This is an optimization exercise on Yosys and OpenROAD, whose aim is small area and a short achievable clock period, not a production implementation.
RTL that was checked went through simulation tests only; none was proved equivalent to the original.
Function not checked in runs 1, 7 and 8: the RTL went through the layout flow alone.
Power and IR drop assume default switching activity.

<file path="config.mk">
export PLATFORM = sky130hd
export DESIGN_NAME = wedge_fitter
export DESIGN_NICKNAME = wedge_fitter
export VERILOG_FILES = /design/flow/design.v
export SDC_FILE = /design/flow/constraint.sdc
export NUM_CORES = 4
export LEC_CHECK = 0
export CAP_MARGIN = 0
export CORE_MARGIN = 2
export CORE_UTILIZATION = 65
export CTS_BUF_LIST = sky130_fd_sc_hd__clkbuf_16
export CTS_CLUSTER_DIAMETER = 60
export CTS_CLUSTER_SIZE = 30
export SETUP_SLACK_MARGIN = 4.2
export SLEW_MARGIN = 0
</file>
<file path="constraint.sdc">
create_clock -name core_clock -period 6.5 [get_ports {clock}]
set_input_delay 1.3000 -clock core_clock [delete_from_list [all_inputs] [get_ports {clock}]]
set_output_delay 1.3000 -clock core_clock [all_outputs]
set_load 0.01 [all_outputs]
</file>
<file path="design.v">
`timescale 1ns/1ps
module wedge_fitter (
	input logic clock,
	input logic reset,
	input logic clear_status,
	input logic [22:0] data_in,  
	input logic ds,
	output logic hold,
	input logic out_re,
	output logic [22:0] data_out,  
	output logic out_valid,
	output logic out_empty,
	input logic nocut,
	input logic [12:0] chi2cut_value,
	output logic [4:0] wedge_status  
);
	logic [22:0] H;
	logic [22:0] S [15];
	logic [4:0] i_cnt, i_cnt_next;
	logic i_empty, i_one, i_full;
	logic push_i, pop_i;
	logic [22:0] s_head;
	assign push_i = ds && !i_full;
	always_ff @(posedge clock)
	begin
		if (push_i)
		begin
			S[0] <= data_in;
			for (int k = 1; k < 15; k++)
				S[k] <= S[k-1];
		end
	end
	always_comb
	begin
		s_head = '0;
		for (int k = 0; k < 15; k++)
			s_head = s_head | (S[k] & {23{i_cnt == 5'(k + 2)}});
	end
	always_ff @(posedge clock)
	begin
		if (pop_i || i_empty)
			H <= s_head | (data_in & {23{i_empty || i_one}});
	end
	always_comb
	begin
		i_cnt_next = i_cnt;
		if (push_i && !pop_i)
			i_cnt_next = i_cnt + 5'd1;
		else if (pop_i && !push_i)
			i_cnt_next = i_cnt - 5'd1;
	end
	always_ff @(posedge clock)
	begin
		if (reset)
		begin
			i_cnt <= '0;
			i_empty <= 1'b1;
			i_one <= 1'b0;
			i_full <= 1'b0;
			hold <= 1'b0;
		end
		else
		begin
			i_cnt <= i_cnt_next;
			i_empty <= (i_cnt_next == 5'd0);
			i_one <= (i_cnt_next == 5'd1);
			i_full <= (i_cnt_next == 5'd16);
			hold <= (i_cnt_next >= 5'd12);
		end
	end
	localparam logic [1:0] C_IDLE = 2'd0, C_ROAD = 2'd1, C_WAIT = 2'd2;
	logic [1:0] c_state, c_state_next;
	logic w_ee, w_ep;
	logic t_empty, t_full;
	logic f_idle;
	logic dv;  
	logic drained;
	logic start_road, cand_valid, handoff, invalid_road;
	assign w_ee = H[22];
	assign w_ep = H[21];
	assign drained = t_empty && f_idle && !dv;
	always_comb
	begin
		c_state_next = c_state;
		pop_i = 1'b0;
		start_road = 1'b0;
		cand_valid = 1'b0;
		handoff = 1'b0;
		invalid_road = 1'b0;
		case (c_state)
			C_IDLE:
			begin
				if (!i_empty && w_ee)
					c_state_next = C_WAIT;
				else if (!i_empty && !t_full)
				begin
					pop_i = 1'b1;
					if (w_ep)
						invalid_road = 1'b1;
					else
					begin
						start_road = 1'b1;
						c_state_next = C_ROAD;
					end
				end
			end
			C_ROAD:
			begin
				if (!i_empty && w_ee)
				begin
					invalid_road = 1'b1;
					c_state_next = C_WAIT;
				end
				else if (!i_empty && !t_full)
				begin
					pop_i = 1'b1;
					cand_valid = 1'b1;
					if (w_ep)
						c_state_next = C_IDLE;
				end
			end
			C_WAIT:
			begin
				if (!i_empty && drained)
				begin
					handoff = 1'b1;
					pop_i = 1'b1;
					c_state_next = C_IDLE;
				end
			end
			default: c_state_next = C_IDLE;
		endcase
	end
	always_ff @(posedge clock)
	begin
		if (reset)
			c_state <= C_IDLE;
		else
			c_state <= c_state_next;
	end
	logic [20:0] cur_road;
	logic cur_par;
	logic [12:0] best_chisq;
	logic [7:0] best_track;
	logic best_par;
	logic have_cand;
	logic take;
	logic par_h;
	logic pass_r;
	logic tpar_r;
	function automatic less13(input [12:0] a, input [12:0] b);
		reg [15:0] lt, gt;
		integer w, i;
		begin
			lt = '0;
			gt = '0;
			for (i = 0; i < 13; i = i + 1)
			begin
				lt[i] = !a[i] && b[i];
				gt[i] = a[i] && !b[i];
			end
			for (w = 1; w < 16; w = w * 2)
				for (i = 0; i + w < 16; i = i + 2 * w)
				begin
					lt[i] = lt[i + w] || (!gt[i + w] && lt[i]);
					gt[i] = gt[i + w] || (!lt[i + w] && gt[i]);
				end
			less13 = lt[0];
		end
	endfunction
	assign par_h = ^H[20:0];
	assign take = !have_cand || less13(H[20:8], best_chisq);
	always_ff @(posedge clock)
	begin
		if (start_road)
		begin
			cur_road <= H[20:0];
			cur_par <= par_h;
		end
		if (cand_valid && take)
		begin
			best_chisq <= H[20:8];
			best_track <= H[7:0];
			best_par <= par_h;
		end
		if (cand_valid && w_ep)
		begin
			pass_r <= nocut || (take ? !less13(chi2cut_value, H[20:8]) : !less13(chi2cut_value, best_chisq));
			tpar_r <= !(cur_par ^ (take ? par_h : best_par));
		end
	end
	always_ff @(posedge clock)
	begin
		if (reset)
		begin
			have_cand <= 1'b0;
			dv <= 1'b0;
		end
		else
		begin
			dv <= cand_valid && w_ep;
			if (start_road)
				have_cand <= 1'b0;
			else if (cand_valid)
				have_cand <= 1'b1;
		end
	end
	logic [20:0] T_road [8];
	logic [20:0] T_fit [8];
	logic [3:0] t_cnt, t_cnt_next;
	logic t_push, t_pop;
	assign t_push = dv && pass_r;
	always_ff @(posedge clock)
	begin
		if (t_push)
		begin
			T_road[0] <= cur_road;
			T_fit[0] <= {best_chisq, best_track};
			for (int k = 1; k < 8; k++)
			begin
				T_road[k] <= T_road[k-1];
				T_fit[k] <= T_fit[k-1];
			end
		end
	end
	always_comb
	begin
		t_cnt_next = t_cnt;
		if (t_push && !t_pop)
			t_cnt_next = t_cnt + 4'd1;
		else if (t_pop && !t_push)
			t_cnt_next = t_cnt - 4'd1;
	end
	always_ff @(posedge clock)
	begin
		if (reset)
		begin
			t_cnt <= '0;
			t_empty <= 1'b1;
			t_full <= 1'b0;
		end
		else
		begin
			t_cnt <= t_cnt_next;
			t_empty <= (t_cnt_next == 4'd0);
			t_full <= (t_cnt_next == 4'd8);
		end
	end
	logic acc;
	logic [21:0] ee_hold;  
	always_ff @(posedge clock)
	begin
		if (reset || handoff)
			acc <= 1'b0;
		else if (t_push)
			acc <= acc ^ tpar_r;
	end
	always_ff @(posedge clock)
	begin
		if (handoff)
			ee_hold <= {H[21:9], acc, H[7:0]};
	end
	localparam logic [1:0] F_IDLE = 2'd0, F_TRK = 2'd1, F_EE = 2'd2;
	logic [1:0] f_state, f_state_next;
	logic o_full, o_empty;
	logic o_push, o_pop;
	logic [22:0] out_word;
	assign f_idle = (f_state == F_IDLE);
	always_comb
	begin
		f_state_next = f_state;
		o_push = 1'b0;
		t_pop = 1'b0;
		case (f_state)
			F_IDLE:
			begin
				if (!t_empty)
				begin
					if (!o_full)
					begin
						o_push = 1'b1;
						f_state_next = F_TRK;
					end
				end
				else if (handoff)
					f_state_next = F_EE;
			end
			F_TRK:
			begin
				if (!o_full)
				begin
					o_push = 1'b1;
					t_pop = 1'b1;
					f_state_next = F_IDLE;
				end
			end
			F_EE:
			begin
				if (!o_full)
				begin
					o_push = 1'b1;
					f_state_next = F_IDLE;
				end
			end
			default: f_state_next = F_IDLE;
		endcase
	end
	always_ff @(posedge clock)
	begin
		if (reset)
			f_state <= F_IDLE;
		else
			f_state <= f_state_next;
	end
	logic [7:0] sel_road, sel_fit;
	logic sel_ee;
	logic [20:0] t_head;
	always_ff @(posedge clock)
	begin
		for (int k = 0; k < 8; k++)
		begin
			sel_road[k] <= !reset && f_state_next == F_IDLE && t_cnt_next == 4'(k + 1);
			sel_fit[k] <= !reset && f_state_next == F_TRK && t_cnt_next == 4'(k + 1);
		end
		sel_ee <= !reset && f_state_next == F_EE;
	end
	always_comb
	begin
		t_head = '0;
		for (int k = 0; k < 8; k++)
			t_head = t_head | (T_road[k] & {21{sel_road[k]}}) | (T_fit[k] & {21{sel_fit[k]}});
		out_word = {sel_ee, sel_ee ? ee_hold[21] : (f_state == F_TRK), t_head | (ee_hold[20:0] & {21{sel_ee}})};
	end
	logic [22:0] O [16];
	logic [4:0] o_cnt, o_cnt_next;
	logic [22:0] o_head;
	assign o_pop = out_re && !o_empty;
	always_ff @(posedge clock)
	begin
		if (o_push)
		begin
			O[0] <= out_word;
			for (int k = 1; k < 16; k++)
				O[k] <= O[k-1];
		end
	end
	always_comb
	begin
		o_cnt_next = o_cnt;
		if (o_push && !o_pop)
			o_cnt_next = o_cnt + 5'd1;
		else if (o_pop && !o_push)
			o_cnt_next = o_cnt - 5'd1;
	end
	always_ff @(posedge clock)
	begin
		if (reset)
		begin
			o_cnt <= '0;
			o_empty <= 1'b1;
			o_full <= 1'b0;
			out_valid <= 1'b0;
		end
		else
		begin
			o_cnt <= o_cnt_next;
			o_empty <= (o_cnt_next == 5'd0);
			o_full <= (o_cnt_next == 5'd16);
			out_valid <= o_pop;
		end
	end
	always_comb
	begin
		o_head = '0;
		for (int k = 0; k < 16; k++)
			o_head = o_head | (O[k] & {23{o_cnt == 5'(k + 1)}});
	end
	always_ff @(posedge clock)
	begin
		data_out <= o_head;
	end
	assign out_empty = o_empty;
	logic in_ovf_seen, invalid_seen;
	always_ff @(posedge clock)
	begin
		if (clear_status || reset)
		begin
			in_ovf_seen <= 1'b0;
			invalid_seen <= 1'b0;
		end
		else
		begin
			in_ovf_seen <= in_ovf_seen | (ds && i_full);
			invalid_seen <= invalid_seen | invalid_road;
		end
	end
	assign wedge_status = {in_ovf_seen, 1'b0, invalid_seen, i_empty, o_empty};
endmodule
</file>
<file path="run.sh">
#!/bin/bash
# synth_recipe.tcl (not shown) runs the flow's synth.tcl, then flattens the netlist and writes it again
# the make line also repeats each setting of config.mk as NAME=value (left out here)
make -C /OpenROAD-flow-scripts/flow DESIGN_CONFIG=/design/flow/config.mk WORK_HOME=/design/flow/orfs CLKGATE_MAP_FILE= SYNTH_SCRIPT=/design/flow/synth_recipe.tcl finish
</file>
==> results.yml, run 1 <==
final_layout:
  final_nets: 2652
  final_layout_size_suffix_gt1_share_pct: 16.9
  area_growth_pct: 13.4
  final_util_pct: 74.2
  layoutNonFillerInstCount: 3521
  num-fill-cells: 3970
  finalInstanceArea_sq_um: 49700
grt:
  grt_max_degree: 168
  grt_pass1_vias: 24200
  overflow: 0
  grt_pass1_wl_microns: 158000
  grt.total_usage_pct: 31.0
  antenna_found_initial: 6
setup_path:
  cp_max_fo: 4
  path_class: "primary input to register"
  worstSetupEndpointType: "register"
  critPathLaunchType: "primary input"
  arrival_ns: 3.00
  crit_required_ns: 6.90
clock_network:
  cts_tree: "done"
  clockBufferDepth: 3
  clkTransAtPathRegs_ns: 0.11
  htreeDepth: 3
  root_buffer: "clkbuf_16"
  insertion_delay_ns: 0.67
  cts_made_buffers: 67
  clock-sinks: 1212
timing:
  slew_headroom_pct: 30.2
  finalWorstSetupSlack_ns: 3.90
  grt_setup_unrepaired: "yes"
  hold_violations: 0
  skew_ns: 0.0436
  fmax_mhz: 385
  min_period_ns: 2.60
  fin_worst_hold_slack_ns: 0.420
  worst_pin_slew_ns: 1.05
  fin_crit_sh_pct: 39.9
  fin_tns_setup_ns: 0
  slew_violations: 0
  setup_viol: 0
route:
  wl_met1_microns: 40900
  ant_nets: 0
  via_per_inst: 7.01
  drc: 0
  drt_iter0_drc: 3662
  firstDrtPassIters: 6
  wl_met2_microns: 51300
  drt_wl_total_microns: 108000
  top_layer: "met5"
  via_count: 24700
  wl_met3_microns: 10900
  drt-wirelength-per-cell_microns: 30.6
power_and_ir_drop:
  leakage_nw: 16.2
  vdd.ir_drop.worst_uv: 489
  p_per_area_nw_per_um2: 473
  power.total_mw: 23.5
place:
  placedCellCount: 3310
  dp_slack_ns: 2.62
  io_buffers: 71
  placed_area_sq_um: 45900
  place_congestion: 0.853
  post-dp-hpwl_microns: 58400
synth:
  netlist_area_sq_um: 43800
  synth_edf_count: 1140
  synth.avg_cell_area_sq_um: 18.1
  synth.top_cell.area_share_pct: 78.1
  synth.distinct_cells: 69
  ys_ff_latch: 1212
  synth-compound-area-share_pct: 10.4
  synth_area_leaders: "edfxtp_1 78%, a22oi_1 5.2%, dfxtp_1 3.3%"
  syn_inst: 2423
  synth_xor_area_share_pct: 0.679
  synth_ff_type: "edfxtp_1"
  synth_top_family_by_area: "compound AO/OA/AOI/OAI gates"
  synth_top_cell_by_area: "edfxtp_1"
  synth_fa_ha_area_share_pct: 0.933
  synth_mux_area_share_pct: 0.557
  yosysWarnings: 5
  syn_nets: 2482
  synthSimpleGateAreaFrac_pct: 4.70
  seq_area_frac_synth_pct: 81.4
  ys_async_sr_fraction_pct: 0
floorplanning:
  die_w_microns: 264
  rows: 95
  coreArea_sq_um: 66900
  io_pins: 73
  dieArea_sq_um: 69500
  die_h_microns: 264
  start_util_pct: 65.5
job:
  drv_cap: 0
outcome:
  outcome: "complete, no violations"
worst_hold_path:
  hold_path.class: "register to register"
==> registers in the layout, indices dropped and copies added, names as in the netlist, 8 cells and up <==
signal / flops
S: 345
O: 368
T_fit: 168
best_track: 8
best_chisq: 13
data_out: 23
sel_fit: 8
ee_hold: 22
T_road: 168
cur_road: 21
H: 23
sel_road: 8
==> where the power goes <==
part	leakage, nW	switching, mW	internal, mW
clock network	1.13	2.71	2.16
registers	11.4	1.34	11.8
logic	3.66	3.59	1.89
==> cells by family (layout without fill, tap and decap cells) <==
family | Yosys count | after routing
AOI/OAI and AO/OA | 576 | 576
xor gates and xnor gates | 34 | 34
adders and majority gates | 36 | 36
buffers and inverters | 148 | 359
DFF | 1212 | 1212
muxes | 23 | 23
other | 1 | 5
and+or+nand+nor | 393 | 403
==> critical path: stages <==
cell and delay, ns:
buf_6 0.10, nand2b_4 0.13, maj3_2 0.30, maj3_2 0.30
maj3_2 0.31, maj3_2 0.30, a31oi_1 0.16, o31ai_1 0.09
==> final timing paths <==
path / from / endpoint / slack, ns / cells past startpoint
hold / removal: cur_road[4] / T_road[0][4] / 0.42 / 0
hold reg to reg: cur_road[4] / T_road[0][4] / 0.42 / 0
setup reg to reg: H[11] / pass_r / 4.07 / 7
setup / recovery: chi2cut_value[8] / pass_r / 3.90 / 8
==> Yosys cell counts, types with 3 or more instances <==
cell and number:
clkbuf_1 93, maj3_1 14, o22ai_1 7, a22o_1 31
nand3_1 39, nand4b_1 18, nand2b_1 15, a31oi_1 3
a22oi_1 303, a32oi_1 5, dfxtp_1 72, o21ai_0 28
mux2i_1 12, xor2_1 6, buf_2 7, o31ai_1 4
a221oi_1 40, mux2_2 11, nor3b_1 5, or2_2 3
xnor2_1 28, edfxtp_1 1140, nor2b_1 24, and3_1 18
nand2_1 79, a211oi_1 8, a32o_1 3, maj3_2 5
inv_1 36, nor3_1 18, buf_4 5, a211o_1 6
ha_1 17, nor2_1 96, buf_1 6, and4_1 3
a222oi_1 92, a21oi_1 25, nand4_1 58, a2bb2oi_1 3
or4_1 3
==> layout make-up <==
| class | instances | area (sq um) | area share [%] |
|---|---|---|---|
| Clock buffer | 70 | 1750 | 3.53 |
| Tap cell | 873 | 1090 | 2.20 |
| Multi-Input combinational cell | 1073 | 8290 | 16.7 |
| Timing Repair Buffer | 200 | 2080 | 4.19 |
| Timing Repair inverter | 2 | 12.5 | 0.0252 |
| Sequential cell | 1212 | 35700 | 71.9 |
| Clock inverter | 50 | 556 | 1.12 |
| Antenna cell | 4 | 10.0 | 0.0201 |
| Inverter | 37 | 155 | 0.312 |
==> timing repair <==
item	4_1_cts	5_1_grt
pin swaps	28	29
gates resized for setup	271	59
setup endpoints to repair	995	597
gates cloned	16	1
setup buffers	48	22
hold buffers	0	0
==> cells in the final DEF (no fill, tap or decap), types with 33 or more instances in the layout <==
cell type	netlist	layout
clkdlybuf4s50_1	0	34
a22oi_1	303	302
a221oi_1	40	40
nand3_1	39	38
a222oi_1	92	92
nor2_1	96	78
nand2_1	79	67
clkbuf_16	0	71
nand4_1	58	58
dfxtp_1	72	41
edfxtp_1	1140	1140
inv_1	36	33
buf_4	5	95
==> per-layer routing <==
layer / global-route usage [%] / vias to the layer above
met5: 0 / -
met3: 5.20 / 235
met1: 44.0 / 12600
li1: - / 10400
met2: 49.0 / 1420
met4: 12.1 / 6
==> run 2, diff against run 1 <==
--- a/design.v
+++ b/design.v
@@ -39,6 +39,8 @@
 	always_ff @(posedge clock)
 	begin
-		if (pop_i || i_empty)
-			H <= s_head | (data_in & {23{i_empty || i_one}});
+		if (pop_i)
+			H <= (i_empty || i_one) ? data_in : s_head;
+		else if (i_empty)
+			H <= data_in;
 	end
 	always_comb
--- a/config.mk
+++ b/config.mk
@@ -6,4 +6,5 @@
 export NUM_CORES = 4
 export LEC_CHECK = 0
+export ABC_CLOCK_PERIOD_IN_PS = 2500
 export CAP_MARGIN = 0
 export CORE_MARGIN = 2
@@ -12,4 +13,4 @@
 export CTS_CLUSTER_DIAMETER = 60
 export CTS_CLUSTER_SIZE = 30
-export SETUP_SLACK_MARGIN = 4.2
+export SETUP_SLACK_MARGIN = 4.05
 export SLEW_MARGIN = 0
==> run 2 against run 1 <==
  * Total power rose by 0.82%
  * Via count grew 0.62%
  * Critical endpoint is now out_empty
  * Hold slack got worse by 0.0010 ns
  * Register-to-register slack improved by 0.03 ns
  * Non-clock buffer count shrank 16
  * Still clean
  * Sequential share of layout area up 0.32 points
  * First-iteration DRC count rose by 7.3%
  * Final area shrank 0.49%
  * Synthesized area is 0.67% higher
==> results.yml, run 2 <==
place:
  placed_area_sq_um: 46100
  io_buffers: 71
  post-dp-hpwl_microns: 59800
  place_congestion: 0.848
  dp_slack_ns: 2.70
setup_path:
  critPathLaunchType: "register"
  crit_path_cell_trace: "buf_6"
  rrSetupSlack_ns: 4.10
  cp_max_fo: 4
  cpPeakStageDelay_ns: 0.43
  cpMaxStageDelayCell: "dfxtp_4"
  worstSetupEndpointType: "output pin"
  crit_family: "flip-flops"
  critical_path_buf_inv_count: 1
  path_class: "register to output pin"
  arrival_ns: 1.17
  crit_required_ns: 5.20
final_layout:
  final_util_pct: 73.6
  num-fill-cells: 3997
  final_nets: 2711
  finalInstanceArea_sq_um: 49400
  top_register: "O"
  final_cell_mix: "1140 x edfxtp_1, 244 x a22oi_1, 133 x nand2_1"
  area_growth_pct: 12.1
  largest_reg_flops: 368
  final_layout_size_suffix_gt1_share_pct: 15.1
  layout_commonest_cell: "edfxtp_1"
  largestRegisters: "O: 368 flops, S: 345 flops"
synth:
  synth_top_cell_by_area: "edfxtp_1"
  synth_area_leaders: "edfxtp_1 78%, a22oi_1 4.2%, dfxtp_1 3.3%"
  seq_area_frac_synth_pct: 80.9
  syn_nets: 2561
  synth.avg_cell_area_sq_um: 17.6
  ys_async_sr_fraction_pct: 0
  synth_common_cells: "1140 x edfxtp_1, 244 x a22oi_1, 138 x nand2_1, 103 x nor2_1, 91 x clkbuf_1"
  synth.distinct_cells: 67
  synth_ff_type: "edfxtp_1"
  synth_edf_count: 1140
  ys_ff_latch: 1212
  netlist_area_sq_um: 44100
  yosysWarnings: 5
  syn_inst: 2502
  synth.top_cell.area_share_pct: 77.6
  yosysMostFrequentCell: "edfxtp_1"
clock_network:
  clock-sinks: 1212
  insertion_delay_ns: 0.66
  cts_tree: "done"
  ctsHoldBuffers: 0
  root_buffer: "clkbuf_16"
  cts_made_buffers: 66
  htreeDepth: 3
  clkTransAtPathRegs_ns: 0.09
  clockBufferDepth: 3
route:
  drt-wirelength-per-cell_microns: 30.4
  via_per_inst: 6.93
  drt_iter0_drc: 3929
  drc: 0
  ant_nets: 0
  drt_wl_total_microns: 109000
  via_count: 24800
  firstDrtPassIters: 6
timing:
  grt_setup_unrepaired: "yes"
  skew_ns: 0.0326
  setup_viol: 0
  fin_crit_sh_pct: 38.0
  min_period_ns: 2.47
  fmax_mhz: 405
  slew_headroom_pct: 30.8
  slew_violations: 0
  fin_worst_hold_slack_ns: 0.419
  finalWorstSetupSlack_ns: 4.03
  worst_pin_slew_ns: 1.04
  hold_violations: 0
grt:
  antenna_found_initial: 0
  grt_max_degree: 166
  grt.total_usage_pct: 31.1
  grt_pass1_vias: 24100
  overflow: 0
  grt_pass1_wl_microns: 158000
job:
  drv_cap: 0
floorplanning:
  die_h_microns: 265
  coreArea_sq_um: 67200
  rows: 95
  io_pins: 73
  dieArea_sq_um: 70000
  start_util_pct: 65.7
  die_w_microns: 265
power_and_ir_drop:
  leakage_nw: 16.1
  p_per_area_nw_per_um2: 479
  vdd.ir_drop.worst_uv: 587
outcome:
  outcome: "complete, no violations"
worst_hold_path:
  hold_path.class: "register to register"
run 2: cell families after synthesis:
group,after synthesis,synth area share [%]
xor+xnor,34,0.675
mux,61,1.40
flops,1212,80.9
buf+inv,160,1.47
simple gates,422,4.56
fa+ha+maj,42,1.07
compound gates,570,9.96
other cells,1,0.00850
run 2: final cells by class:
cell class | count | area, sq um | area share [%]
Timing Repair Buffer | 184 | 1710 | 3.45
Antenna cell | 2 | 5.00 | 0.0101
Multi-Input combinational cell | 1145 | 8460 | 17.1
Timing Repair inverter | 2 | 13.8 | 0.0278
Clock buffer | 69 | 1730 | 3.49
Inverter | 41 | 185 | 0.375
Tap cell | 873 | 1090 | 2.21
Clock inverter | 51 | 531 | 1.07
Sequential cell | 1212 | 35700 | 72.2
run 2: worst paths after layout:
| path | from | end | cells past startpoint |
|---|---|---|---|
| min | cur_road[18] | T_road[0][18] | 0 |
| max | o_empty | out_empty | 1 |
| min reg2reg | cur_road[18] | T_road[0][18] | 0 |
| max reg2reg | o_cnt[3] | data_out[10] | 5 |
run 2: worst reg2reg max path, cell delays in order, from the launching register on:
cell and delay [ns]:
dfxtp_1 0.36, buf_4 0.38, nand2b_1 0.37, nor2_2 0.85, a221oi_1 0.21, nand4_1 0.16
run 2: metal layers:
layer | vias up | track usage [%] | routed length, microns
met1 | 12600 | 45.9 | 42700
met4 | 0 | 9.98 | 3530
met2 | 1485 | 47.9 | 51300
met3 | 199 | 5.82 | 11400
met5 | - | 0 | 0
li1 | 10500 | - | -
run 2: repair_timing:
| action | CTS | global route |
|---|---|---|
| pin swaps | 25 | 24 |
| setup endpoints to repair | 788 | 206 |
| buffers inserted | 44 | 22 |
| gates resized for setup | 244 | 54 |
| cloned | 17 | 1 |
run 2: through the flow:
step | setup TNS, ns | cells | power [mW]
floorplan | -123.46 | 2502 | 15.9
global placement | 0 | 3373 | 18.1
detailed placement | 0 | 3373 | 18.3
CTS | 0 | 3554 | 23.5
global route | 0 | 3577 | 24.5
finish | 0 | 3579 | 23.7
run 2: report_power, final:
| part | switching [mW] | internal (mW) |
|---|---|---|
| Combinational | 3.63 | 1.78 |
| Clock | 2.64 | 2.14 |
| Sequential | 1.45 | 12.0 |
==> run 3, diff against run 2 <==
--- a/config.mk
+++ b/config.mk
@@ -6,5 +6,5 @@
 export NUM_CORES = 4
 export LEC_CHECK = 0
-export ABC_CLOCK_PERIOD_IN_PS = 2500
+export ABC_CLOCK_PERIOD_IN_PS = 1500
 export CAP_MARGIN = 0
 export CORE_MARGIN = 2
==> run 3 against run 2 <==
  * Register-to-register slack about the same
  * Final area is the same
  * Worst setup slack did not move
  * Still clean
  * Hold slack did not move
  * Synthesized cell count did not move
  * First-iteration DRC count stayed put
  * Largest power group unchanged
  * Combinational power about the same
  * Highest routed layer unchanged
  * Sequential share of layout area is the same
  * Wire length unchanged
  * Fmax stayed put
==> results.yml, run 3 <==
floorplanning:
  rows: 95
  io_pins: 73
  coreArea_sq_um: 67200
  die_h_microns: 265
  die_w_microns: 265
  dieArea_sq_um: 70000
  start_util_pct: 65.7
power_and_ir_drop:
  leakage_nw: 16.1
  p_per_area_nw_per_um2: 479
  clockPowerShare_pct: 20.2
  seq_power_share_pct: 57.0
  switchingPower_mw: 7.72
  intPower_mw: 16.0
  switching_share_pct: 32.6
  combPwrFrac_pct: 22.8
  vdd.ir_drop.worst_uv: 587
timing:
  slew_headroom_pct: 30.8
  setup_viol: 0
  slew_violations: 0
  hold_violations: 0
  grt_setup_unrepaired: "yes"
  worst_pin_slew_ns: 1.04
  fmax_mhz: 405
  skew_ns: 0.0326
  fin_crit_sh_pct: 38.0
  min_period_ns: 2.47
  finalWorstSetupSlack_ns: 4.03
grt:
  antenna_found_initial: 0
  grt_pass1_wl_microns: 158000
  grt_pass1_vias: 24100
  grt_max_degree: 166
  grt.total_usage_pct: 31.1
  overflow: 0
setup_path:
  cpPeakStageDelay_ns: 0.43
  cp_max_fo: 4
  worst_r2r_endpoint: "data_out[10]"
  critical_path_buf_inv_count: 1
  crit_family: "flip-flops"
  worstSetupEndpointType: "output pin"
  crit_required_ns: 5.20
  r2r-start: "o_cnt[3]"
  path_class: "register to output pin"
  crit_path_cell_trace: "buf_6"
  arrival_ns: 1.17
  rr_worst_depth: 5
  rrSetupSlack_ns: 4.10
  critPathLaunchType: "register"
  cpMaxStageDelayCell: "dfxtp_4"
route:
  drc: 0
  firstDrtPassIters: 6
  drt-wirelength-per-cell_microns: 30.4
  via_per_inst: 6.93
  ant_nets: 0
  via_count: 24800
  drt_wl_total_microns: 109000
  drt_iter0_drc: 3929
place:
  place_congestion: 0.848
  placedCellCount: 3373
  dp_slack_ns: 2.70
  io_buffers: 71
  placed_area_sq_um: 46100
  post-dp-hpwl_microns: 59800
clock_network:
  root_buffer: "clkbuf_16"
  cts_made_buffers: 66
  cts_tree: "done"
  htreeDepth: 3
  ctsHoldBuffers: 0
  clock-sinks: 1212
  clkTransAtPathRegs_ns: 0.09
  insertion_delay_ns: 0.66
  clockBufferDepth: 3
final_layout:
  largestRegisters: "O: 368 flops, S: 345 flops"
  top_register: "O"
  layout_commonest_cell: "edfxtp_1"
  layoutNonFillerInstCount: 3579
  final_layout_size_suffix_gt1_share_pct: 15.1
  area_growth_pct: 12.1
  largest_reg_flops: 368
  finalInstanceArea_sq_um: 49400
  final_util_pct: 73.6
  final_cell_mix: "1140 x edfxtp_1, 244 x a22oi_1, 133 x nand2_1"
  final_nets: 2711
  num-fill-cells: 3997
synth:
  ys_async_sr_fraction_pct: 0
  yosysWarnings: 5
  ys_ff_latch: 1212
  netlist_area_sq_um: 44100
  synth_top_cell_by_area: "edfxtp_1"
  syn_nets: 2561
  synth_edf_count: 1140
  synth.distinct_cells: 67
  synth.top_cell.area_share_pct: 77.6
  syn_inst: 2502
  yosysMostFrequentCell: "edfxtp_1"
  seq_area_frac_synth_pct: 80.9
  synth.avg_cell_area_sq_um: 17.6
  synth_common_cells: "1140 x edfxtp_1, 244 x a22oi_1, 138 x nand2_1, 103 x nor2_1, 91 x clkbuf_1"
  synth_area_leaders: "edfxtp_1 78%, a22oi_1 4.2%, dfxtp_1 3.3%"
  synth_ff_type: "edfxtp_1"
worst_hold_path:
  hold_path_end: "T_road[0][18]"
  min_from: "cur_road[18]"
  whs_path_depth: 0
  hold_path.class: "register to register"
job:
  drv_cap: 0
outcome:
  outcome: "complete, no violations"
==> run 3: worst max path at each step <==
stage | end | depth (start not counted) | slack [ns] | startpoint
after global routing | data_out[9] | 9 | 3.99 | o_cnt[0]
final | out_empty | 1 | 4.03 | o_empty
after global placement | S[14][4] | 3 | 2.77 | ds
after CTS | H[6] | 8 | 4.03 | i_cnt[0]
after detailed placement | S[11][4] | 3 | 2.70 | ds
after floorplan | o_full | 9 | -0.68 | f_state[0]
==> run 3: cell families (layout without fill, tap and decap cells) <==
| family | count (synthesis) | after routing | share of synthesized area [%] |
|---|---|---|---|
| and+or+nand+nor | 422 | 437 | 4.56 |
| DFF | 1212 | 1212 | 80.9 |
| adders and majority gates | 42 | 42 | 1.07 |
| muxes | 61 | 61 | 1.40 |
| buffers and inverters | 160 | 347 | 1.47 |
| AOI/OAI and AO/OA | 570 | 570 | 9.96 |
| other | 1 | 3 | 0.00850 |
| xor gates and xnor gates | 34 | 34 | 0.675 |
==> run 3: area by class of cell <==
cell class | instances | area [sq um] | area share (%)
Sequential cell | 1212 | 35700 | 72.2
Timing Repair inverter | 2 | 13.8 | 0.0278
Clock buffer | 69 | 1730 | 3.49
Tap cell | 873 | 1090 | 2.21
Antenna cell | 2 | 5.00 | 0.0101
Timing Repair Buffer | 184 | 1710 | 3.45
Multi-Input combinational cell | 1145 | 8460 | 17.1
Clock inverter | 51 | 531 | 1.07
Inverter | 41 | 185 | 0.375
==> run 3: layer usage <==
metal	global-route usage (%)	up-vias	wire length, microns
met5	0	-	0
met4	9.98	0	3530
met3	5.82	199	11400
met2	47.9	1485	51300
met1	45.9	12600	42700
li1	-	10500	-
==> run 3: stage by stage <==
step                      setup TNS (ns)  power, mW  hold slack (ns)
after floorplan                  -123.46       15.9            0.400
after global placement                 0       18.1            0.400
after detailed placement               0       18.3            0.405
after CTS                              0       23.5            0.416
after global routing                   0       24.5            0.419
final                                  0       23.7            0.419
==> run 3: power groups by stage <==
stage / combinational, mW / sequential [mW] / clock (mW)
finish: 5.40 / 13.5 / 4.79
global route: 5.74 / 13.7 / 5.09
CTS: 5.18 / 13.5 / 4.83
detailed placement: 4.57 / 13.7 / 0
global placement: 4.46 / 13.7 / 0
floorplan: 2.89 / 13.0 / 0
==> run 3: what timing repair did <==
action,4_1_cts,5_1_grt
pin swaps,25,24
endpoints found under the setup margin,788,206
gates cloned,17,1
buffers inserted,44,22
resized for setup,244,54
==> run 3: worst reg2reg max path, delay by kind of cell (launching register included) <==
family          cells  cell delay (ns)
compound gates      1             0.21
buf+inv             1             0.38
flops               1             0.36
simple gates        3             1.38
==> run 4, diff against run 3 <==
--- a/config.mk
+++ b/config.mk
@@ -6,5 +6,4 @@
 export NUM_CORES = 4
 export LEC_CHECK = 0
-export ABC_CLOCK_PERIOD_IN_PS = 1500
 export CAP_MARGIN = 0
 export CORE_MARGIN = 2
==> run 4 against run 3 <==
  * Final area is the same
  * Still clean on timing, DRC and antenna
  * Clock power is essentially flat
  * Clock skew is the same
  * Die area is the same
  * Final cell count is the same
  * Largest power group unchanged
  * Combinational power is essentially flat
==> results.yml, run 4 <==
floorplanning:
  rows: 95
  die_h_microns: 265
  start_util_pct: 65.7
  dieArea_sq_um: 70000
  die_w_microns: 265
  io_pins: 73
  coreArea_sq_um: 67200
synth:
  seq_area_frac_synth_pct: 80.9
  ys_async_sr_fraction_pct: 0
  netlist_area_sq_um: 44100
  synth_ff_type: "edfxtp_1"
  ys_ff_latch: 1212
  synth.top_cell.area_share_pct: 77.6
  yosysMostFrequentCell: "edfxtp_1"
  syn_inst: 2502
  syn_nets: 2561
  yosysWarnings: 5
  synth.avg_cell_area_sq_um: 17.6
  synth_edf_count: 1140
  synth_area_leaders: "edfxtp_1 78%, a22oi_1 4.2%, dfxtp_1 3.3%"
  synth_common_cells: "1140 x edfxtp_1, 244 x a22oi_1, 138 x nand2_1, 103 x nor2_1, 91 x clkbuf_1"
  synth.distinct_cells: 67
  synth_top_cell_by_area: "edfxtp_1"
final_layout:
  final_cell_mix: "1140 x edfxtp_1, 244 x a22oi_1, 133 x nand2_1"
  area_growth_pct: 12.1
  final_layout_size_suffix_gt1_share_pct: 15.1
  largest_reg_flops: 368
  largestRegisters: "O: 368 flops, S: 345 flops"
  top_register: "O"
  layout_commonest_cell: "edfxtp_1"
  final_nets: 2711
setup_path:
  rrSetupSlack_ns: 4.10
  cpPeakStageDelay_ns: 0.43
  r2r-start: "o_cnt[3]"
  cp_max_fo: 4
  cpMaxStageDelayCell: "dfxtp_4"
  critical_path_buf_inv_count: 1
  crit_path_cell_trace: "buf_6"
  rr_worst_depth: 5
  path_class: "register to output pin"
  worstSetupEndpointType: "output pin"
  crit_required_ns: 5.20
  crit_family: "flip-flops"
  critPathLaunchType: "register"
  worst_r2r_endpoint: "data_out[10]"
  arrival_ns: 1.17
timing:
  hold_violations: 0
  slew_headroom_pct: 30.8
  fmax_mhz: 405
  setup_viol: 0
  worst_pin_slew_ns: 1.04
  grt_setup_unrepaired: "yes"
  fin_crit_sh_pct: 38.0
  skew_ns: 0.0326
  slew_violations: 0
  min_period_ns: 2.47
  finalWorstSetupSlack_ns: 4.03
grt:
  overflow: 0
  grt_pass1_wl_microns: 158000
  grt_pass1_vias: 24100
  grt.total_usage_pct: 31.1
  antenna_found_initial: 0
  grt_max_degree: 166
worst_hold_path:
  min_from: "cur_road[18]"
  whs_path_depth: 0
  hold_path_end: "T_road[0][18]"
  hold_path.class: "register to register"
clock_network:
  clock-sinks: 1212
  ctsHoldBuffers: 0
  insertion_delay_ns: 0.66
  cts_made_buffers: 66
  clkTransAtPathRegs_ns: 0.09
  cts_tree: "done"
  htreeDepth: 3
  root_buffer: "clkbuf_16"
  clockBufferDepth: 3
power_and_ir_drop:
  p_per_area_nw_per_um2: 479
  power.total_mw: 23.7
  leakage_nw: 16.1
  vdd.ir_drop.worst_uv: 587
place:
  place_congestion: 0.848
  dp_slack_ns: 2.70
  post-dp-hpwl_microns: 59800
  io_buffers: 71
route:
  via_per_inst: 6.93
  ant_nets: 0
  drt_wl_total_microns: 109000
  drt_iter0_drc: 3929
  drc: 0
  via_count: 24800
  firstDrtPassIters: 6
  drt-wirelength-per-cell_microns: 30.4
job:
  drv_cap: 0
outcome:
  outcome: "complete, no violations"
[run 4: cell counts after synthesis]
Identical to the previous run, type by type.
[run 4: worst register-to-register path, delay by kind of cell, from the launching register on]
kind            cells  cell delay, ns
buf+inv             1            0.38
compound gates      1            0.21
flops               1            0.36
simple gates        3            1.38
[run 4: how the worst max path moves through the flow]
stage	slack [ns]	end	from	cells after the start
2_1_floorplan	-0.68	o_full	f_state[0]	9
3_3_place_gp	2.77	S[14][4]	ds	3
3_5_place_dp	2.70	S[11][4]	ds	3
4_1_cts	4.03	H[6]	i_cnt[0]	8
5_1_grt	3.99	data_out[9]	o_cnt[0]	9
6_report	4.03	out_empty	o_empty	1
[run 4: kinds of logic (layout without fill, tap and decap cells)]
group / Yosys count / after routing / synth area share, %
other: 1 / 3 / 0.00850
adder cells (fa/ha/maj): 42 / 42 / 1.07
AND/OR/NAND/NOR: 422 / 437 / 4.56
buffers and inverters: 160 / 347 / 1.47
XOR/XNOR: 34 / 34 / 0.675
flip-flops: 1212 / 1212 / 80.9
AO/OA/AOI/OAI: 570 / 570 / 9.96
multiplexers: 61 / 61 / 1.40
[run 4: metrics by stage]
stage	hold WS [ns]	utilization, %	cells	TNS [ns]	instance area [sq um]
final	0.419	73.6	3579	0	49400
after global routing	0.419	73.6	3577	0	49400
after CTS	0.416	73.1	3554	0	49100
after detailed placement	0.405	68.6	3373	0	46100
after global placement	0.400	68.6	3373	0	46100
after floorplan	0.400	-	2502	-123.46	44300
[run 4: report_power, final]
group | internal [mW] | switching [mW] | total, mW
logic | 1.78 | 3.63 | 5.40
registers | 12.0 | 1.45 | 13.5
clock network | 2.14 | 2.64 | 4.79
total | 16.0 | 7.72 | 23.7
[run 4: timing repair]
action / 4_1_cts / 5_1_grt
gates cloned: 17 / 1
pin swaps: 25 / 24
buffers inserted: 44 / 22
setup endpoints to repair: 788 / 206
gates resized for setup: 244 / 54
[run 4: layout make-up]
cell class	count	area [sq um]
diodes	2	5.00
clock buffers	69	1730
clock inverters	51	531
fillers	3997	17700
inverters	41	185
multi-input cells	1145	8460
flip-flops and latches	1212	35700
well taps	873	1090
repair buffers	184	1710
repair inverters	2	13.8
[run 4: layer usage]
metal | GRT usage (%) | share of wire (%) | vias to the layer above
met1 | 45.9 | 39 | 12600
li1 | - | - | 10500
met2 | 47.9 | 47 | 1485
met3 | 5.82 | 10 | 199
met4 | 9.98 | 3.2 | 0
met5 | 0 | 0 | -
==> run 5, diff against run 4 <==
--- a/config.mk
+++ b/config.mk
@@ -12,4 +12,4 @@
 export CTS_CLUSTER_DIAMETER = 60
 export CTS_CLUSTER_SIZE = 30
-export SETUP_SLACK_MARGIN = 4.05
+export SETUP_SLACK_MARGIN = 4.15
 export SLEW_MARGIN = 0
==> run 5 against run 4 <==
  * Still clean
  * Total power up 1.8%
  * Fmax fell by 3.5%
  * Flip-flop and latch count did not move
  * Hold slack got worse by 0.0087 ns
  * Non-clock buffer count rose by 32
  * Final cell count grew 0.78%
  * Combinational power increased by 4.6%
  * Clock skew fell by 0.0097 ns
  * Largest cell class unchanged
==> results.yml, run 5 <==
outcome:
  outcome: "complete, no violations"
clock_network:
  cts_made_buffers: 66
  clkTransAtPathRegs_ns: 0.10
  root_buffer: "clkbuf_16"
  cts_tree: "done"
  insertion_delay_ns: 0.65
  clockBufferDepth: 3
  htreeDepth: 3
  clock-sinks: 1212
timing:
  slew_violations: 0
  skew_ns: 0.0229
  hold_violations: 0
  fin_crit_sh_pct: 39.4
  fmax_mhz: 391
  finalWorstSetupSlack_ns: 3.94
  worst_pin_slew_ns: 1.03
  grt_setup_unrepaired: "yes"
  min_period_ns: 2.56
  slew_headroom_pct: 31.1
  setup_viol: 0
final_layout:
  layout_commonest_cell: "edfxtp_1"
  final_cell_mix: "1140 x edfxtp_1, 243 x a22oi_1, 130 x nand2_1"
  area_growth_pct: 13.8
  final_nets: 2737
  final_util_pct: 74.8
  largestRegisters: "O: 368 flops, S: 345 flops"
  regArea_sq_um: 35700
  largest_reg_flops: 368
  layoutNonFillerInstCount: 3607
  num-fill-cells: 3922
  multiInputGateArea_sq_um: 8530
  final_layout_size_suffix_gt1_share_pct: 17.2
  top_register: "O"
route:
  wl_met2_microns: 51900
  via_count: 24900
  drt_wl_total_microns: 110000
  firstDrtPassIters: 8
  drt_iter0_drc: 3358
  wl_met3_microns: 12000
  ant_nets: 0
  drt-wirelength-per-cell_microns: 30.4
  top_layer: "met5"
  via_per_inst: 6.90
  wl_met1_microns: 42100
  drc: 0
floorplanning:
  dieArea_sq_um: 70000
  coreArea_sq_um: 67200
  die_w_microns: 265
  start_util_pct: 65.7
  die_h_microns: 265
  io_pins: 73
  rows: 95
setup_path:
  cp_max_fo: 3
  critPathLaunchType: "register"
  critical_path_buf_inv_count: 2
  crit_required_ns: 5.20
  path_class: "register to output pin"
  r2r-start: "i_cnt[4]"
  worstSetupEndpointType: "output pin"
  cpMaxStageDelayCell: "dfxtp_4"
  crit_family: "flip-flops"
  crit_path_cell_trace: "buf_6 > buf_6"
  critPathLaunch: "o_empty"
  crit_top_cell: "buf_6"
  cpPeakStageDelay_ns: 0.39
  arrival_ns: 1.26
synth:
  synth_area_leaders: "edfxtp_1 78%, a22oi_1 4.2%, dfxtp_1 3.3%"
  synth_ff_type: "edfxtp_1"
  synth.distinct_cells: 67
  yosysWarnings: 5
  synth_common_cells: "1140 x edfxtp_1, 244 x a22oi_1, 138 x nand2_1, 103 x nor2_1, 91 x clkbuf_1"
  seq_area_frac_synth_pct: 80.9
  syn_inst: 2502
  synth_edf_count: 1140
  ys_ff_latch: 1212
  synth_top_cell_by_area: "edfxtp_1"
  yosysMostFrequentCell: "edfxtp_1"
  ys_async_sr_fraction_pct: 0
  synth.top_cell.area_share_pct: 77.6
  syn_nets: 2561
  netlist_area_sq_um: 44100
  synth.avg_cell_area_sq_um: 17.6
grt:
  antenna_found_initial: 2
  grt_max_degree: 215
  grt.total_usage_pct: 31.1
  grt_pass1_vias: 24300
  overflow: 0
  grt_pass1_wl_microns: 159000
power_and_ir_drop:
  clockPowerShare_pct: 20.7
  p_per_area_nw_per_um2: 480
  switchingPower_mw: 7.84
  seq_power_share_pct: 55.8
  vdd.ir_drop.worst_uv: 680
  switching_share_pct: 32.5
  intPower_mw: 16.3
  leakage_nw: 16.5
  combPwrFrac_pct: 23.5
place:
  place_congestion: 0.840
  io_buffers: 71
  post-dp-hpwl_microns: 60700
  dp_slack_ns: 2.81
  placedCellCount: 3379
worst_hold_path:
  hold_path.class: "register to register"
  min_from: "cur_road[2]"
job:
  drv_cap: 0
[run 5: timing repair]
action,CTS,global route
buffers inserted,52,33
gates resized for setup,304,69
hold buffers,0,0
setup endpoints to repair,849,333
pin swaps,26,27
cloned,14,5
[run 5: final cells by class]
| type | instances | share of cell area [%] |
|---|---|---|
| multi-input cells | 1138 | 17.0 |
| clock buffers | 73 | 3.64 |
| inverters | 41 | 0.369 |
| repair inverters | 3 | 0.0424 |
| repair buffers | 216 | 4.43 |
| clock inverters | 49 | 1.18 |
| flip-flops and latches | 1212 | 71.2 |
| diodes | 2 | 0.00997 |
| well taps | 873 | 2.17 |
[run 5: path summary, 6_finish.rpt]
check                                     to  slack, ns  depth (start not counted)
worst max-delay path               out_empty       3.94                          2
worst min-delay path            T_road[0][2]       0.41                          0
worst max register to register         H[12]       4.09                          9
worst min register to register  T_road[0][2]       0.41                          0
[run 5: metal layers]
layer | track usage (%) | vias up
li1 | - | 10500
met4 | 10.4 | 2
met1 | 44.4 | 12600
met3 | 6.60 | 215
met5 | 0 | -
met2 | 48.6 | 1547
[run 5: kinds of logic (layout without fill, tap and decap cells)]
group           after synthesis  after routing  synth area share [%]
fa+ha+maj                    42             42                  1.07
simple gates                422            430                  4.56
xor+xnor                     34             34                 0.675
flops                      1212           1212                  80.9
mux                          61             61                  1.40
buf+inv                     160            382                  1.47
other cells                   1              3               0.00850
compound gates              570            570                  9.96
[run 5: stage by stage]
| stage | instance area [sq um] | hold slack [ns] | power [mW] | TNS (ns) |
|---|---|---|---|---|
| 5_1_grt | 50200 | 0.417 | 25.0 | 0 |
| 4_1_cts | 49500 | 0.405 | 23.7 | 0 |
| 3_3_place_gp | 46100 | 0.400 | 18.1 | 0 |
| 6_report | 50200 | 0.410 | 24.1 | 0 |
| 3_5_place_dp | 46100 | 0.405 | 18.3 | 0 |
| 2_1_floorplan | 44300 | 0.400 | 15.9 | -123.46 |
[run 5: power by group through the flow]
stage | clock [mW] | combinational, mW | sequential, mW
4_1_cts | 5.04 | 5.23 | 13.5
6_report | 5.00 | 5.65 | 13.4
2_1_floorplan | 0 | 2.89 | 13.0
5_1_grt | 5.30 | 6.01 | 13.7
3_3_place_gp | 0 | 4.53 | 13.6
3_5_place_dp | 0 | 4.61 | 13.7
==> run 6, diff against run 5 <==
--- a/config.mk
+++ b/config.mk
@@ -8,8 +8,8 @@
 export CAP_MARGIN = 0
 export CORE_MARGIN = 2
-export CORE_UTILIZATION = 65
+export CORE_UTILIZATION = 60
 export CTS_BUF_LIST = sky130_fd_sc_hd__clkbuf_16
 export CTS_CLUSTER_DIAMETER = 60
 export CTS_CLUSTER_SIZE = 30
-export SETUP_SLACK_MARGIN = 4.15
+export SETUP_SLACK_MARGIN = 4.05
 export SLEW_MARGIN = 0
==> run 6 against run 5 <==
  * Highest routed layer unchanged
  * Largest power group unchanged
  * Total power increased by 0.39%
  * Clock-buffer cell count increased by 3
  * Critical endpoint is now hold
  * Combinational power decreased by 2%
  * Final cell count increased by 1.5%
  * Die area increased by 8.2%
  * Non-clock buffer count decreased by 39
==> results.yml, run 6 <==
final_layout:
  final_layout_size_suffix_gt1_share_pct: 15.1
  layoutNonFillerInstCount: 3660
  top_register: "O"
  num-fill-cells: 4802
  largest_reg_flops: 368
  num_antenna_cells: 0
  largestRegisters: "O: 368 flops, S: 345 flops"
  final_nets: 2702
  area_growth_pct: 13.0
  final_util_pct: 68.5
  final_cell_mix: "1140 x edfxtp_1, 244 x a22oi_1, 135 x nand2_1"
  layout_commonest_cell: "edfxtp_1"
synth:
  syn_nets: 2561
  yosysMostFrequentCell: "edfxtp_1"
  netlist_area_sq_um: 44100
  synth.top_cell.area_share_pct: 77.6
  syn_inst: 2502
  seq_area_frac_synth_pct: 80.9
  synth.distinct_cells: 67
  synth_edf_count: 1140
  synth.avg_cell_area_sq_um: 17.6
  ys_async_sr_fraction_pct: 0
  synth_top_cell_by_area: "edfxtp_1"
  synth_area_leaders: "edfxtp_1 78%, a22oi_1 4.2%, dfxtp_1 3.3%"
  yosysWarnings: 5
  synth_ff_type: "edfxtp_1"
  ys_ff_latch: 1212
  synth_common_cells: "1140 x edfxtp_1, 244 x a22oi_1, 138 x nand2_1, 103 x nor2_1, 91 x clkbuf_1"
place:
  io_buffers: 71
  place_congestion: 0.845
  post-dp-hpwl_microns: 61500
  placedCellCount: 3457
  dp_slack_ns: 2.80
floorplanning:
  io_pins: 73
  die_h_microns: 275
  start_util_pct: 60.6
  die_w_microns: 275
  rows: 99
  dieArea_sq_um: 75700
  coreArea_sq_um: 72800
setup_path:
  cp_max_fo: 1
  critical_path_buf_inv_count: 1
  worstSetupEndpointType: "output pin"
  crit_required_ns: 5.20
  cpMaxStageDelayCell: "dfxtp_4"
  path_class: "register to output pin"
  rrSetupSlack_ns: 4.07
  arrival_ns: 1.17
  crit_family: "flip-flops"
  cpPeakStageDelay_ns: 0.41
  critPathLaunchType: "register"
  crit_path_cell_trace: "buf_6"
timing:
  fin_tns_setup_ns: 0
  skew_ns: 0.0292
  min_period_ns: 2.47
  hold_violations: 0
  slew_violations: 0
  finalWorstSetupSlack_ns: 4.03
  fmax_mhz: 405
  slew_headroom_pct: 28.6
  grt_setup_unrepaired: "yes"
  setup_viol: 0
  fin_crit_sh_pct: 38.0
  worst_pin_slew_ns: 1.07
clock_network:
  insertion_delay_ns: 0.64
  htreeDepth: 3
  clkTransAtPathRegs_ns: 0.10
  ctsHoldBuffers: 0
  cts_tree: "done"
  clockBufferDepth: 3
  cts_made_buffers: 70
  root_buffer: "clkbuf_16"
  clock-sinks: 1212
power_and_ir_drop:
  leakage_nw: 16.3
  p_per_area_nw_per_um2: 485
  vdd.ir_drop.worst_uv: 462
  power.total_mw: 24.2
job:
  drv_cap: 0
route:
  drt-wirelength-per-cell_microns: 30.4
  drt_wl_total_microns: 111000
  via_count: 24700
  drc: 0
  via_per_inst: 6.74
  ant_nets: 0
  firstDrtPassIters: 9
  drt_iter0_drc: 3519
grt:
  grt_max_degree: 185
  antenna_found_initial: 3
  grt_pass1_vias: 23700
  overflow: 0
  grt.total_usage_pct: 29.0
  grt_pass1_wl_microns: 158000
outcome:
  outcome: "complete, no violations"
worst_hold_path:
  hold_path.class: "register to register"
==> run 6: cell count changes in the layout (fill, tap and decap cells not counted), moves of 4 or more <==
cell	previous run	this run
buf_12	14	9
buf_16	8	4
buf_2	10	19
buf_4	110	75
buf_6	31	23
clkinvlp_4	7	3
dfxtp_1	41	48
dfxtp_2	21	17
nand2_1	130	135
==> run 6: power by group <==
| part | switching, mW | leakage, nW | internal [mW] | total [mW] |
|---|---|---|---|---|
| logic | 3.69 | 3.64 | 1.86 | 5.56 |
| registers | 1.39 | 11.4 | 12.0 | 13.4 |
| clock network | 2.76 | 1.27 | 2.48 | 5.24 |
| total | 7.84 | 16.3 | 16.4 | 24.2 |
==> run 6: worst reg2reg max path: stages, from the launching register on <==
cell and delay [ns]:
edfxtp_1 0.52, nand2_2 0.29, clkinvlp_4 0.56, buf_16 0.44, nand2_1 0.29, xor2_1 0.17
nor3_1 0.06
==> run 6: final timing paths <==
kind | from | cells past startpoint | to
setup reg to reg | pass_r | 6 | acc
setup / recovery | hold | 1 | hold
hold / removal | cur_road[8] | 0 | T_road[0][8]
hold reg to reg | cur_road[8] | 0 | T_road[0][8]
==> run 6: metal layers <==
layer	global-route usage (%)	vias up	wire length [microns]
li1	-	10500	-
met1	42.0	12500	44200
met2	43.9	1408	51300
met3	5.59	233	11100
met4	12.4	2	4830
met5	0	-	13
==> run 6: logic make-up (layout without fill, tap and decap cells) <==
family	Yosys count	in the layout	synth area share, %
and+or+nand+nor	422	429	4.56
adders and majority gates	42	42	1.07
AOI/OAI and AO/OA	570	570	9.96
muxes	61	61	1.40
DFF	1212	1212	80.9
other	1	1	0.00850
xor gates and xnor gates	34	34	0.675
buffers and inverters	160	352	1.47
==> run 6: cell type report <==
cell class	count	area [sq um]	area share, %
inverters	41	185	0.371
clock inverters	54	668	1.34
repair inverters	4	26.3	0.0527
repair buffers	177	1790	3.60
flip-flops and latches	1212	35700	71.6
multi-input cells	1137	8370	16.8
well taps	959	1200	2.41
clock buffers	76	1900	3.81
==> run 6: timing repair <==
| action | in CTS | in global routing |
|---|---|---|
| buffers inserted | 29 | 26 |
| cloned | 10 | 8 |
| endpoints found under the setup margin | 980 | 488 |
| pin swaps | 20 | 23 |
| resized for setup | 238 | 68 |
==> run 6: metrics by stage <==
step                cell area, sq um  hold WS [ns]
detailed placement             46100         0.405
floorplan                      44300         0.400
global placement               46100         0.401
finish                         49900         0.413
CTS                            49300         0.422
global route                   49900         0.431
==> run 7, diff against run 6 <==
--- a/design.v
+++ b/design.v
@@ -318,12 +318,12 @@
 	logic sel_ee;
 	logic [20:0] t_head;
-	always_ff @(posedge clock)
+	always_comb
 	begin
 		for (int k = 0; k < 8; k++)
 		begin
-			sel_road[k] <= !reset && f_state_next == F_IDLE && t_cnt_next == 4'(k + 1);
-			sel_fit[k] <= !reset && f_state_next == F_TRK && t_cnt_next == 4'(k + 1);
+			sel_road[k] = f_state == F_IDLE && t_cnt == 4'(k + 1);
+			sel_fit[k] = f_state == F_TRK && t_cnt == 4'(k + 1);
 		end
-		sel_ee <= !reset && f_state_next == F_EE;
+		sel_ee = f_state == F_EE;
 	end
 	always_comb
--- a/config.mk
+++ b/config.mk
@@ -6,10 +6,10 @@
 export NUM_CORES = 4
 export LEC_CHECK = 0
-export CAP_MARGIN = 0
+export CAP_MARGIN = 5
 export CORE_MARGIN = 2
-export CORE_UTILIZATION = 60
+export CORE_UTILIZATION = 70
 export CTS_BUF_LIST = sky130_fd_sc_hd__clkbuf_16
 export CTS_CLUSTER_DIAMETER = 60
 export CTS_CLUSTER_SIZE = 30
 export SETUP_SLACK_MARGIN = 4.05
-export SLEW_MARGIN = 0
+export SLEW_MARGIN = 5
==> run 7 against run 6 <==
  * First-iteration DRC count increased by 13%
  * Clock-buffer cell count decreased by 18
  * Critical path depth increased by 4
  * Worst setup slack got worse by 0.025 ns
  * Largest cell class unchanged
  * Wire length decreased by 6.7%
  * Non-clock buffer count increased by 5
  * Fmax decreased by 1.0%
  * Critical endpoint is now H[22]
  * Die area decreased by 15%
  * Clock skew increased by 0.011 ns
  * Hold slack improved by 0.011 ns
==> results.yml, run 7 <==
outcome:
  outcome: "complete, no violations"
floorplanning:
  rows: 91
  dieArea_sq_um: 64700
  die_h_microns: 254
  io_pins: 73
  start_util_pct: 71.0
  die_w_microns: 254
  coreArea_sq_um: 61800
timing:
  hold_violations: 0
  skew_ns: 0.0404
  min_period_ns: 2.50
  slew_headroom_pct: 24.6
  setup_viol: 0
  fin_worst_hold_slack_ns: 0.424
  fmax_mhz: 401
  fin_crit_sh_pct: 38.4
  slew_violations: 0
  grt_setup_unrepaired: "yes"
  worst_pin_slew_ns: 1.13
final_layout:
  layout_commonest_cell: "edfxtp_1"
  finalInstanceArea_sq_um: 49100
  final_layout_size_suffix_gt1_share_pct: 14.9
  top_register: "O"
  final_cell_mix: "1140 x edfxtp_1, 232 x a22oi_1, 104 x a222oi_1"
  area_growth_pct: 11.8
  final_nets: 2660
  largestRegisters: "O: 368 flops, S: 345 flops"
  largest_reg_flops: 368
synth:
  synth_common_cells: "1140 x edfxtp_1, 233 x a22oi_1, 104 x a222oi_1, 103 x clkbuf_1, 91 x nand2_1"
  ys_async_sr_fraction_pct: 0
  synth_edf_count: 1140
  synth_area_leaders: "edfxtp_1 78%, a22oi_1 4.0%, dfxtp_1 2.5%"
  yosysMostFrequentCell: "edfxtp_1"
  syn_nets: 2530
  seq_area_frac_synth_pct: 80.5
  yosysWarnings: 5
  netlist_area_sq_um: 43900
  ys_ff_latch: 1195
  synth_xor_area_share_pct: 0.639
  syn_inst: 2467
  synth_ff_type: "edfxtp_1"
  synth_mux_area_share_pct: 0.790
  synth.avg_cell_area_sq_um: 17.8
  synth.top_cell.area_share_pct: 78.0
  synth-compound-area-share_pct: 10.9
  synth.distinct_cells: 73
  synth_fa_ha_area_share_pct: 0.895
  synth_top_cell_by_area: "edfxtp_1"
  synthSimpleGateAreaFrac_pct: 4.77
  synth_top_family_by_area: "compound AO/OA/AOI/OAI gates"
power_and_ir_drop:
  leakage_nw: 15.9
  vdd.ir_drop.worst_uv: 407
  power.total_mw: 22.9
  p_per_area_nw_per_um2: 467
setup_path:
  rrSetupSlack_ns: 4.00
  endpoint: "H[22]"
  rr_worst_depth: 5
  cpMaxStageDelayCell: "or3_4"
  crit_path_cell_trace: "buf_4 > or4_4 > o21a_4 > or3_4 > o21ai_1"
  r2r-start: "i_empty"
  worst_r2r_endpoint: "H[22]"
  critPathLaunch: "i_empty"
  arrival_ns: 2.94
  worstSetupEndpointType: "register"
  cpPeakStageDelay_ns: 0.58
  critPathLaunchType: "register"
  critical_path_buf_inv_count: 1
  cp_max_fo: 23
  crit_required_ns: 6.94
  cp.depth: 5
  path_class: "register to register"
  crit_family: "simple AND/OR/NAND/NOR gates"
clock_network:
  insertion_delay_ns: 0.69
  htreeDepth: 2
  root_buffer: "clkbuf_16"
  clock-sinks: 1195
  clkTransAtPathRegs_ns: 0.11
  clockBufferDepth: 3
  cts_tree: "done"
  cts_made_buffers: 56
route:
  drt_wl_total_microns: 104000
  drt-wirelength-per-cell_microns: 29.9
  firstDrtPassIters: 12
  via_count: 24800
  ant_nets: 0
  drt_iter0_drc: 3971
  drc: 0
  via_per_inst: 7.13
grt:
  grt_use_met2_pct: 50.6
  grt_use_met1_pct: 45.5
  grt_use_met3_pct: 5.15
  grt.total_usage_pct: 31.9
  gr-max-usage-layer: "met2"
  grt_max_degree: 195
  grt_pass1_wl_microns: 150000
  antenna_found_initial: 1
  grt_pass1_vias: 24000
  overflow: 0
place:
  placed_area_sq_um: 45700
  io_buffers: 71
  post-dp-hpwl_microns: 58200
  place_congestion: 0.865
worst_hold_path:
  whs_path_depth: 0
  hold_path.class: "register to register"
  min_from: "best_track[0]"
job:
  drv_cap: 0
[run 7: cell families after synthesis]
logic type,count (synthesis)
flip-flops,1195
AO/OA/AOI/OAI,607
AND/OR/NAND/NOR,399
buffers and inverters,166
adder cells (fa/ha/maj),34
multiplexers,33
XOR/XNOR,32
other,1
[run 7: layer usage]
layer	share of wire, %	wire [microns]
met5	0	0
met4	4.0	4190
met3	11	11600
met2	48	49400
met1	37	38800
[run 7: timing repair]
item / 4_1_cts / 5_1_grt
endpoints found under the setup margin: 616 / 411
gates cloned: 16 / 5
hold buffers: 0 / 0
gates resized for setup: 255 / 55
hold endpoints to repair: 0 / 0
pin swaps: 23 / 30
buffers inserted: 40 / 25
[run 7: worst min path at each step]
stage / endpoint
final: T_fit[0][0]
after global routing: T_road[0][15]
after CTS: T_fit[0][5]
after detailed placement: T_fit[0][0]
after global placement: T_road[0][0]
after floorplan: T_fit[0][0]
[run 7: per-stage QoR]
step / utilization [%] / TNS, ns / instances / worst slack (ns)
floorplan: - / -169.10 / 2467 / -0.711
global placement: 73.9 / 0 / 3290 / 1.89
detailed placement: 73.9 / 0 / 3290 / 1.78
CTS: 78.7 / 0 / 3448 / 3.92
global route: 79.4 / 0 / 3478 / 3.99
finish: 79.4 / 0 / 3480 / 4.00
[run 7: final cells by class]
| type | instances | area [sq um] |
|---|---|---|
| Sequential cell | 1195 | 35400 |
| Timing Repair Buffer | 182 | 1960 |
| Fill cell | 3306 | 12800 |
| Clock inverter | 44 | 492 |
| Antenna cell | 2 | 5.00 |
| Timing Repair inverter | 2 | 13.8 |
| Tap cell | 837 | 1050 |
| Clock buffer | 58 | 1450 |
| Inverter | 41 | 176 |
| Multi-Input combinational cell | 1119 | 8530 |
[run 7: report_power, final]
group | switching, mW | internal [mW]
Combinational | 3.46 | 1.83
Clock | 2.53 | 1.82
Sequential | 1.42 | 11.8
Total | 7.41 | 15.5
==> run 8, diff against run 7 <==
--- a/config.mk
+++ b/config.mk
@@ -12,4 +12,4 @@
 export CTS_CLUSTER_DIAMETER = 60
 export CTS_CLUSTER_SIZE = 30
-export SETUP_SLACK_MARGIN = 4.05
+export SETUP_SLACK_MARGIN = 4.15
 export SLEW_MARGIN = 5
==> run 8 against run 7 <==
  * Still clean
  * Sequential power barely moved
  * Worst setup slack improved by 0.019 ns
  * Clock power barely moved
  * Non-clock buffer count rose by 20
  * Flip-flop and latch count did not move
  * Global-route usage rose by 0.86 points
  * Synthesized area did not move
  * Highest routed layer unchanged
  * First-iteration DRC count fell by 3.3%
  * Hold slack got worse by 0.0087 ns
  * Register-to-register slack improved by 0.06 ns
  * Final area rose by 0.69%
  * Sequential share of layout area fell by 0.48 points
==> results.yml, run 8 <==
outcome:
  outcome: "complete, no violations"
synth:
  ys_ff_latch: 1195
  seq_area_frac_synth_pct: 80.5
  synthSimpleGateAreaFrac_pct: 4.77
  synth_edf_count: 1140
  synth_area_leaders: "edfxtp_1 78%, a22oi_1 4.0%, dfxtp_1 2.5%"
  yosysMostFrequentCell: "edfxtp_1"
  synth_xor_area_share_pct: 0.639
  netlist_area_sq_um: 43900
  yosysWarnings: 5
  synth.avg_cell_area_sq_um: 17.8
  synth.distinct_cells: 73
  syn_inst: 2467
  ys_async_sr_fraction_pct: 0
  synth_fa_ha_area_share_pct: 0.895
  synth_mux_area_share_pct: 0.790
  synth_top_cell_by_area: "edfxtp_1"
  synth-compound-area-share_pct: 10.9
  synth_ff_type: "edfxtp_1"
  synth_common_cells: "1140 x edfxtp_1, 233 x a22oi_1, 104 x a222oi_1, 103 x clkbuf_1, 91 x nand2_1"
  syn_nets: 2530
  synth.top_cell.area_share_pct: 78.0
  synth_top_family_by_area: "compound AO/OA/AOI/OAI gates"
final_layout:
  final_layout_size_suffix_gt1_share_pct: 17.2
  largestRegisters: "O: 368 flops, S: 345 flops"
  largest_reg_flops: 368
  multiInputGateArea_sq_um: 8740
  num-fill-cells: 3245
  area_growth_pct: 12.6
  final_cell_mix: "1140 x edfxtp_1, 232 x a22oi_1, 104 x a222oi_1"
  regArea_sq_um: 35400
  final_nets: 2688
  layout_commonest_cell: "edfxtp_1"
  top_register: "O"
place:
  place_congestion: 0.848
  io_buffers: 71
  post-dp-hpwl_microns: 58200
route:
  drt_wl_total_microns: 107000
  ant_nets: 0
  firstDrtPassIters: 9
  drt_iter0_drc: 3840
  drt-wirelength-per-cell_microns: 30.4
  via_count: 25000
  via_per_inst: 7.11
  drc: 0
timing:
  grt_setup_unrepaired: "yes"
  slew_violations: 0
  skew_ns: 0.0317
  fmax_mhz: 404
  hold_violations: 0
  worst_pin_slew_ns: 1.01
  setup_viol: 0
  fin_tns_setup_ns: 0
  fin_worst_hold_slack_ns: 0.415
  min_period_ns: 2.48
  fin_crit_sh_pct: 38.1
  slew_headroom_pct: 32.9
clock_network:
  clockBufferDepth: 3
  cts_made_buffers: 57
  root_buffer: "clkbuf_16"
  clkTransAtPathRegs_ns: 0.10
  cts_tree: "done"
  clock-sinks: 1195
  htreeDepth: 2
  insertion_delay_ns: 0.68
floorplanning:
  start_util_pct: 71.0
  die_h_microns: 254
  dieArea_sq_um: 64700
  coreArea_sq_um: 61800
  io_pins: 73
  rows: 91
  die_w_microns: 254
grt:
  grt_pass1_wl_microns: 154000
  grt.total_usage_pct: 32.7
  grt_pass1_vias: 24100
  antenna_found_initial: 0
  grt_max_degree: 106
  overflow: 0
setup_path:
  arrival_ns: 1.18
  rr_worst_depth: 10
  worstSetupEndpointType: "output pin"
  critical_path_buf_inv_count: 1
  cp_max_fo: 3
  r2r-start: "i_cnt[0]"
  cpMaxStageDelayCell: "dfxtp_4"
  crit_required_ns: 5.20
  path_class: "register to output pin"
  cpPeakStageDelay_ns: 0.40
  worst_r2r_endpoint: "H[7]"
  critPathLaunchType: "register"
  crit_family: "flip-flops"
  crit_path_cell_trace: "buf_6"
  rrSetupSlack_ns: 4.06
power_and_ir_drop:
  switching_share_pct: 32.7
  power.total_mw: 23.2
  leakage_nw: 16.1
  switchingPower_mw: 7.57
  intPower_mw: 15.6
  combPwrFrac_pct: 24.2
  vdd.ir_drop.worst_uv: 414
  seq_power_share_pct: 57.0
  clockPowerShare_pct: 18.8
  p_per_area_nw_per_um2: 469
job:
  drv_cap: 0
worst_hold_path:
  min_from: "cur_road[9]"
  whs_path_depth: 0
  hold_path.class: "register to register"
  hold_path_end: "T_road[0][9]"
run 8: power groups by stage:
stage	Sequential, mW	Combinational (mW)	Clock (mW)
2_1_floorplan	12.8	3.09	0
3_3_place_gp	13.3	4.42	0
3_5_place_dp	13.4	4.54	0
4_1_cts	13.2	5.14	4.38
5_1_grt	13.4	5.91	4.61
6_report	13.2	5.59	4.35
run 8: final cells by class:
| class | instances | area share, % |
|---|---|---|
| diodes | 2 | 0.0101 |
| clock buffers | 59 | 2.99 |
| clock inverters | 46 | 0.962 |
| inverters | 41 | 0.372 |
| multi-input cells | 1126 | 17.7 |
| flip-flops and latches | 1195 | 71.7 |
| well taps | 837 | 2.12 |
| repair buffers | 202 | 4.15 |
| repair inverters | 2 | 0.0456 |
run 8: cells by family after synthesis:
logic type               count (synthesis)
flip-flops                            1195
AO/OA/AOI/OAI                          607
AND/OR/NAND/NOR                        399
buffers and inverters                  166
adder cells (fa/ha/maj)                 34
multiplexers                            33
XOR/XNOR                                32
other                                    1
run 8: worst register-to-register path, cell delays in order (launching register included):
cell and delay [ns]:
dfxtp_4 0.39, ha_4 0.18, and3_4 0.18, ha_4 0.17, buf_4 0.15, buf_16 0.14
buf_4 0.13, a222oi_1 0.44, o211ai_1 0.16, nor2_1 0.15, o21ai_2 0.09
run 8: what timing repair did:
| action | CTS | global route |
|---|---|---|
| hold buffers | 0 | 0 |
| buffers inserted | 53 | 31 |
| setup endpoints to repair | 684 | 365 |
| gates cloned | 22 | 5 |
| pin swaps | 45 | 42 |
| endpoints found under the hold margin | 0 | 0 |
| gates resized for setup | 293 | 79 |
run 8: worst max path at each step:
stage / slack (ns) / cells after the start / endpoint / start
after floorplan: -0.71 / 7 / i_one / ds
after global placement: 2.24 / 5 / S[9][21] / ds
after detailed placement: 2.14 / 5 / S[12][21] / ds
after CTS: 4.00 / 1 / wedge_status[0] / o_empty
after global routing: 3.99 / 9 / H[19] / i_cnt[0]
final: 4.02 / 1 / wedge_status[0] / o_empty
run 8: layer usage:
metal | wire length, microns | track usage, % | vias to the layer above
li1 | - | - | 10500
met1 | 39500 | 46.8 | 12500
met2 | 50100 | 51.2 | 1720
met3 | 12200 | 5.45 | 263
met4 | 4950 | 13.6 | 0
met5 | 0 | 0 | -
run 8: through the flow:
step	area, sq um	cells	util [%]	setup WS, ns
after CTS	48800	3472	78.9	4.00
after floorplan	44000	2467	-	-0.711
after global placement	45700	3292	73.9	2.24
after detailed placement	45700	3292	73.9	2.14
after global routing	49400	3508	79.9	3.99
final	49400	3510	79.9	4.02

Check on run 8: ideal ports give 4.023 ns setup slack; a clkbuf_16 on the clock port and buf_2 on the inputs give 3.956 ns; moving port delays by the midpoint clock arrival (0.728 ns) as well gives 3.535 ns.
